Context: an optimization exercise on an open-source flow, tuned for small area, a short achievable clock period and few clock cycles per item. The choices shown serve that exercise and are no tape-out recipe. Only simulation tests tie the RTL to the original design; equivalence was not proved. Power is estimated from default activity; no workload was simulated.

`config.mk`:
```
export PLATFORM = sky130hd
export DESIGN_NAME = multicycle_processor
export DESIGN_NICKNAME = multicycle_processor
export VERILOG_FILES = /design/flow/design.v
export SDC_FILE = /design/flow/constraint.sdc
export NUM_CORES = 4
export LEC_CHECK = 0
export CAP_MARGIN = 20
export CORE_MARGIN = 2
export CORE_UTILIZATION = 25
export SLEW_MARGIN = 20
```
`constraint.sdc`:
```
create_clock -name core_clock -period 9.0 [get_ports {clk}]
set_input_delay 1.8000 -clock core_clock [delete_from_list [all_inputs] [get_ports {clk}]]
set_output_delay 1.8000 -clock core_clock [all_outputs]
set_load 0.01 [all_outputs]
```
`design.v`:
```
module multicycle_processor #(
    parameter int                DATA_W   = 32,
    parameter int                NUM_REGS = 16,
    parameter int                ADDR_W   = 32,
    parameter logic [ADDR_W-1:0] RESET_PC = '0
) (
    input  logic                   clk,
    input  logic                   reset,
    output logic                   imem_req,
    output logic [ADDR_W-1:0]      imem_addr,
    input  logic                   imem_ack,
    input  logic [31:0]            imem_rdata,
    output logic                   dmem_req,
    output logic                   dmem_we,
    output logic [ADDR_W-1:0]      dmem_addr,
    output logic [DATA_W-1:0]      dmem_wdata,
    input  logic                   dmem_ack,
    input  logic [DATA_W-1:0]      dmem_rdata,
    output logic                   retire,
    output logic                   halted
);
    localparam int RW = (NUM_REGS > 1) ? $clog2(NUM_REGS) : 1;
    typedef enum logic [1:0] {S_FETCH, S_EXEC, S_MEM, S_HALT} state_e;
    typedef logic [DATA_W-1:0] word_t;
    state_e            state_q, state_d;
    logic [ADDR_W-1:0] pc_q, pc_d;
    logic [31:0]       ir_q, ir_d;
    word_t             regs_q [NUM_REGS];
    logic              z_q, z_d;
    logic              n_q, n_d;
    logic              retire_q, retire_d;
    logic              halted_q, halted_d;
    logic              we_q, we_d;
    logic [ADDR_W-1:0] daddr_q, daddr_d;
    word_t             wdata_q, wdata_d;
    logic [1:0]        op, arg;
    logic [3:0]        sh;
    logic [RW-1:0]     fi, b2i, b3i, b4i;
    word_t             imm_w, rf, rb2, rb3, rb4, opnd, alu_res;
    logic [ADDR_W-1:0] imm_a, pc_inc;
    logic              taken;
    logic              wr_en;
    logic [RW-1:0]     wr_idx;
    word_t             wr_val;
    always_comb begin
        op     = ir_q[31:30];
        arg    = ir_q[29:28];
        sh     = ir_q[27:24];
        fi     = ir_q[24 +: RW];
        b2i    = ir_q[16 +: RW];
        b3i    = ir_q[8 +: RW];
        b4i    = ir_q[0 +: RW];
        imm_w  = DATA_W'(ir_q[23:0]);
        imm_a  = ADDR_W'(ir_q[23:0]);
        pc_inc = pc_q + ADDR_W'(1);
        rf     = '0;
        rb2    = '0;
        rb3    = '0;
        rb4    = '0;
        if (int'(fi)  < NUM_REGS) rf  = regs_q[fi];
        if (int'(b2i) < NUM_REGS) rb2 = regs_q[b2i];
        if (int'(b3i) < NUM_REGS) rb3 = regs_q[b3i];
        if (int'(b4i) < NUM_REGS) rb4 = regs_q[b4i];
    end
    always_comb begin
        opnd = rb4 << sh;
        unique case (arg)
            2'b00:   alu_res = rb3 + opnd;
            2'b01:   alu_res = rb3 - opnd;
            2'b10:   alu_res = rb3 & opnd;
            default: alu_res = rb3 | opnd;
        endcase
        unique case (arg)
            2'b00:   taken = 1'b1;
            2'b01:   taken = z_q;
            2'b10:   taken = ~z_q;
            default: taken = n_q;
        endcase
    end
    always_comb begin
        state_d  = state_q;
        pc_d     = pc_q;
        ir_d     = ir_q;
        z_d      = z_q;
        n_d      = n_q;
        retire_d = 1'b0;
        halted_d = halted_q;
        we_d     = we_q;
        daddr_d  = daddr_q;
        wdata_d  = wdata_q;
        wr_en    = 1'b0;
        wr_idx   = fi;
        wr_val   = rf;
        unique case (state_q)
            S_FETCH: begin
                if (imem_ack) begin
                    ir_d    = imem_rdata;
                    state_d = S_EXEC;
                end
            end
            S_EXEC: begin
                retire_d = 1'b1;
                state_d  = S_FETCH;
                pc_d     = pc_inc;
                unique case (op)
                    2'b00: begin
                        unique case (arg)
                            2'b00, 2'b10: begin
                                we_d     = arg[1];
                                daddr_d  = ADDR_W'(rb2);
                                wdata_d  = rf;
                                retire_d = 1'b0;
                                pc_d     = pc_q;
                                state_d  = S_MEM;
                            end
                            2'b01: begin
                                wr_en  = 1'b1;
                                wr_val = imm_w;
                            end
                            default: begin
                                wr_en  = 1'b1;
                                wr_val = rb2;
                            end
                        endcase
                    end
                    2'b01: begin
                        retire_d = 1'b0;
                        halted_d = 1'b1;
                        pc_d     = pc_q;
                        state_d  = S_HALT;
                    end
                    2'b10: begin
                        if (taken) pc_d = sh[0] ? imm_a : ADDR_W'(rb2);
                    end
                    default: begin
                        wr_en  = 1'b1;
                        wr_idx = b2i;
                        wr_val = alu_res;
                        z_d    = (alu_res == '0);
                        n_d    = alu_res[DATA_W-1];
                    end
                endcase
            end
            S_MEM: begin
                if (dmem_ack) begin
                    wr_en    = ~we_q;
                    wr_val   = dmem_rdata;
                    pc_d     = pc_inc;
                    retire_d = 1'b1;
                    state_d  = S_FETCH;
                end
            end
            default: ;
        endcase
    end
    always_ff @(posedge clk or negedge reset) begin
        if (!reset) begin
            state_q  <= S_FETCH;
            pc_q     <= RESET_PC;
            ir_q     <= '0;
            for (int i = 0; i < NUM_REGS; i++) regs_q[i] <= '0;
            z_q      <= 1'b0;
            n_q      <= 1'b0;
            retire_q <= 1'b0;
            halted_q <= 1'b0;
            we_q     <= 1'b0;
            daddr_q  <= '0;
            wdata_q  <= '0;
        end else begin
            state_q  <= state_d;
            pc_q     <= pc_d;
            ir_q     <= ir_d;
            if (wr_en && (int'(wr_idx) < NUM_REGS)) regs_q[wr_idx] <= wr_val;
            z_q      <= z_d;
            n_q      <= n_d;
            retire_q <= retire_d;
            halted_q <= halted_d;
            we_q     <= we_d;
            daddr_q  <= daddr_d;
            wdata_q  <= wdata_d;
        end
    end
    assign imem_req   = (state_q == S_FETCH) && reset;
    assign imem_addr  = pc_q;
    assign dmem_req   = (state_q == S_MEM);
    assign dmem_we    = we_q && (state_q == S_MEM);
    assign dmem_addr  = daddr_q;
    assign dmem_wdata = wdata_q;
    assign retire         = retire_q;
    assign halted         = halted_q;
endmodule
```
`run.sh`:
```
#!/bin/bash
# synth_recipe.tcl (not shown) runs the flow's synth.tcl, then flattens the netlist and writes it again
# the make line also repeats each setting of config.mk as NAME=value (left out here)
make -C /OpenROAD-flow-scripts/flow DESIGN_CONFIG=/design/flow/config.mk WORK_HOME=/design/flow/orfs CLKGATE_MAP_FILE= SYNTH_SCRIPT=/design/flow/synth_recipe.tcl finish
```
==> results.txt <==
==> critical path, cell delays in order (launching register included) <==
cell,delay (ns)
dfrtp_4,0.74
buf_4,0.42
mux2_2,0.38
a221oi_1,0.25
nor3_1,0.08
nor3_1,0.84
a2bb2oi_1,0.58
mux4_2,0.47
and2_1,0.18
a21oi_1,0.09
nor3_1,0.37
nand4bb_1,0.27
o21ai_0,0.28
xnor2_1,0.10
ha_1,0.41
a21o_1,0.22
a21o_1,0.17
a21oi_1,0.15
nor2b_1,0.06
o21ai_0,0.18
nand2b_1,0.10
a31o_2,0.23
xor2_1,0.15
o21ai_0,0.64
a21oi_1,0.18
a221oi_2,0.44
buf_4,0.30
o21ai_0,0.13
==> metrics by stage <==
step	power, µW	hold slack [ns]	std cells	instance area [µm²]	utilization
2_1_floorplan	2960	0.464	5250	44800	-
3_3_place_gp	3060	0.470	7531	50000	0.280
3_5_place_dp	3060	0.472	7532	50000	0.281
4_1_cts	6280	0.487	7667	52600	0.295
5_1_grt	6400	0.504	7673	52600	0.295
6_report	6250	0.479	7683	52700	0.296
==> routing by layer <==
metal	wire (µm)	vias up
li1	-	20200
met1	109000	25300
met2	120000	4905
met3	41300	1556
met4	31000	22
met5	217	-
==> repair_timing <==
item,CTS,global route
setup buffers,0,1
gates resized for setup,0,4
endpoints found under the setup margin,0,33
endpoints found under the hold margin,0,0
==> power breakdown <==
| group | total (µW) | switching [µW] | internal (µW) | leakage [µW] |
|---|---|---|---|---|
| sequential | 2910 | 0 | 2910 | 0.00895 |
| clock | 3250 | 1390 | 1860 | 0.00123 |
| combinational | 99.5 | 70.2 | 29.3 | 0.0101 |
==> kinds of logic after synthesis <==
family	Yosys count	share of synthesized area
AO/OA/AOI/OAI	2184	0.330
AND/OR/NAND/NOR	1436	0.151
flip-flops	647	0.362
buffers and inverters	569	0.0519
multiplexers	297	0.0786
adder cells (fa/ha/maj)	63	0.0172
XOR/XNOR	54	0.0106
==> cells in the mapped netlist, drive strengths merged (13+ instances only) <==
cell and instances:
a211oi 28, a21o 24, a21oi 560, a221o 17, a221oi 119, a222oi 30, a22o 106, a22oi 561
a31oi 38, a32oi 15, and2 25, and3 30, buf 102, clkbuf 402, dfrtp 647, ha 50
inv 64, mux2 171, mux2i 100, mux4 26, nand2 402, nand2b 36, nand3 137, nand3b 20
nand4 106, nor2 501, nor2b 23, nor3 49, nor4 13, o211ai 27, o21a 19, o21ai 349
o22a 72, o22ai 68, o2bb2ai 13, o31ai 19, o32a 13, o32ai 16, xnor2 30, xor2 24
==> worst paths after layout <==
| path | start | endpoint |
|---|---|---|
| max | ir_q[1] | regs_q[11][27] |
| min | daddr_q[28] | daddr_q[28] |
| max reg2reg | ir_q[1] | regs_q[11][27] |
| min reg2reg | daddr_q[28] | daddr_q[28] |
| max in group asynchronous | reset | regs_q[13][8] |
| min in group asynchronous | reset | state_q[0] |
==> registers in the layout, indices dropped and copies added (netlist names) <==
signal    flops
ir_q         32
state_q       2
wdata_q      32
halted_q      1
daddr_q      32
z_q           1
regs_q      512
retire_q      1
n_q           1
pc_q         32
we_q          1
==> layout make-up <==
class | instances | area, µm²
flip-flops and latches | 647 | 16200
clock buffers | 106 | 2200
inverters | 65 | 244
fillers | 18800 | 126000
diodes | 12 | 30.0
well taps | 2355 | 2950
multi-input cells | 4034 | 26800
clock inverters | 29 | 344
repair buffers | 435 | 3870
==> flow_metrics.tcl <==
set metrics [dict create \
    drv_cap 0 \
    vias_per_cell 6.76 \
    numCtsBuffers 76 \
    cp-start-kind "register" \
    die-width_um 427 \
    track_usage 0.318 \
    setup_violations 0 \
    grt_pass1_wl_um 407000 \
    outcome "no timing/DRC/antenna violations" \
    yosys_warnings 2 \
    hpwl_um 215000 \
    synth_fp_nets 5369 \
    num_rows 155 \
    wl_um 301000 \
    io_buffers 168 \
    cts_hold_buf 0 \
    fmax_mhz 115 \
    antenna_found_initial 26 \
    drive_gt1_frac 0.137 \
    end_kind "register" \
    place.gp.congestion 1.13 \
    cts.sinks 647 \
    min_period_ns 8.66 \
    fin_ws_ns 0.339 \
    drc_errors 0 \
    netlist.area_leader.share 0.362 \
    start_util 0.251 \
    cts.path.max_buffers 3 \
    most-common-layout-cells "640 x dfrtp_1, 560 x a22oi_1, 558 x a21oi_1, 474 x nor2_1, 395 x nand2_1" \
    dieArea_um2 182000 \
    final.period_utilization 0.962 \
    root_buffer "clkbuf_16" \
    wire_per_inst_um 39.2 \
    antenna_left 0 \
    drt_iter0_drc 10900 \
    use_met3 0.129 \
    clk-insertion-delay-late_ns 0.74 \
    ys_ff_latch 647 \
    cp.required_ns 9.55 \
    regToRegSetupSlack_ns 0.34 \
    synthFlopType "dfrtp_1" \
    synth-edff-count 0 \
    vdd_drop_max_uv 105 \
    p_per_area_nw_per_um2 119 \
    rr_worst_depth 27 \
    grt_max_degree 164 \
    cts_tree "done" \
    h-tree-depth 3 \
    syn_area_per_cell_um2 8.53 \
    finalMaxSlewViolations 0 \
    cp_max_fo 35 \
    grtUsageMet2 0.444 \
    area_growth_pct 17.6 \
    skew_ns 0.0484 \
    dr.pass1.iters 14 \
    clk_pin_slew_ns 0.06 \
    synth_area_leaders "dfrtp_1 36%, a22oi_1 9.4%, a21oi_1 6.2%" \
    criticalPathCategory "register to register" \
    use_met1 0.383 \
    hold_class "register to register" \
    syn-cell-area_um2 44800 \
    synthArstFlopShare 1.00 \
    core_area_um2 178000 \
    route.vias.total 52000 \
    syn_inst 5250 \
    rsz0062_at_grt "false" \
    fp.dieH_um 427 \
    dp_slack_ns 0.485 \
    yosysTopAreaCell "dfrtp_1" \
    crit_arrival_ns 9.21 \
    ios 169 \
    leakage_uw 0.0203 \
    nets 5378 \
    tns_ns 0 \
    final_common_cell "dfrtp_1" \
    finalHoldViolCount 0 \
    worst_pin_slew_ns 1.27 \
    ys_types 99 \
    busiest_layer "met2" \
    ys_seq_area_frac 0.362 \
    overflow 0 \
    grt_pass1_vias 48100 \
    slew_headroom 0.154 \
    min_path_cells 2 \
]
Testbench counts, summed over its fixed seeds: cycles 155,642, instructions 72,675.

-- static timing again, ports no longer ideal --
In the flow no input, the clock included, has a driving cell. The finished layout below was timed again as built, in two steps.
Step 1 assumes that a clkbuf_16 drives the clock port and a buf_2 every other input.
Step 2 also shifts input and output timing later by t, the mid clock arrival at the registers, as if the neighbouring blocks saw the same clock.
Three values: no drivers, after step 1, after step 2; two values: the first two.
t (ns): 0.778
slack for setup (ns): 0.339 / 0.339 / 0.339
worst hold slack (ns): 0.479 / 0.479 / 0.479
After both steps this run still meets setup and hold. The setup slack of this run moves by 0.000 ns with the drivers and by 0.000 ns with both steps.
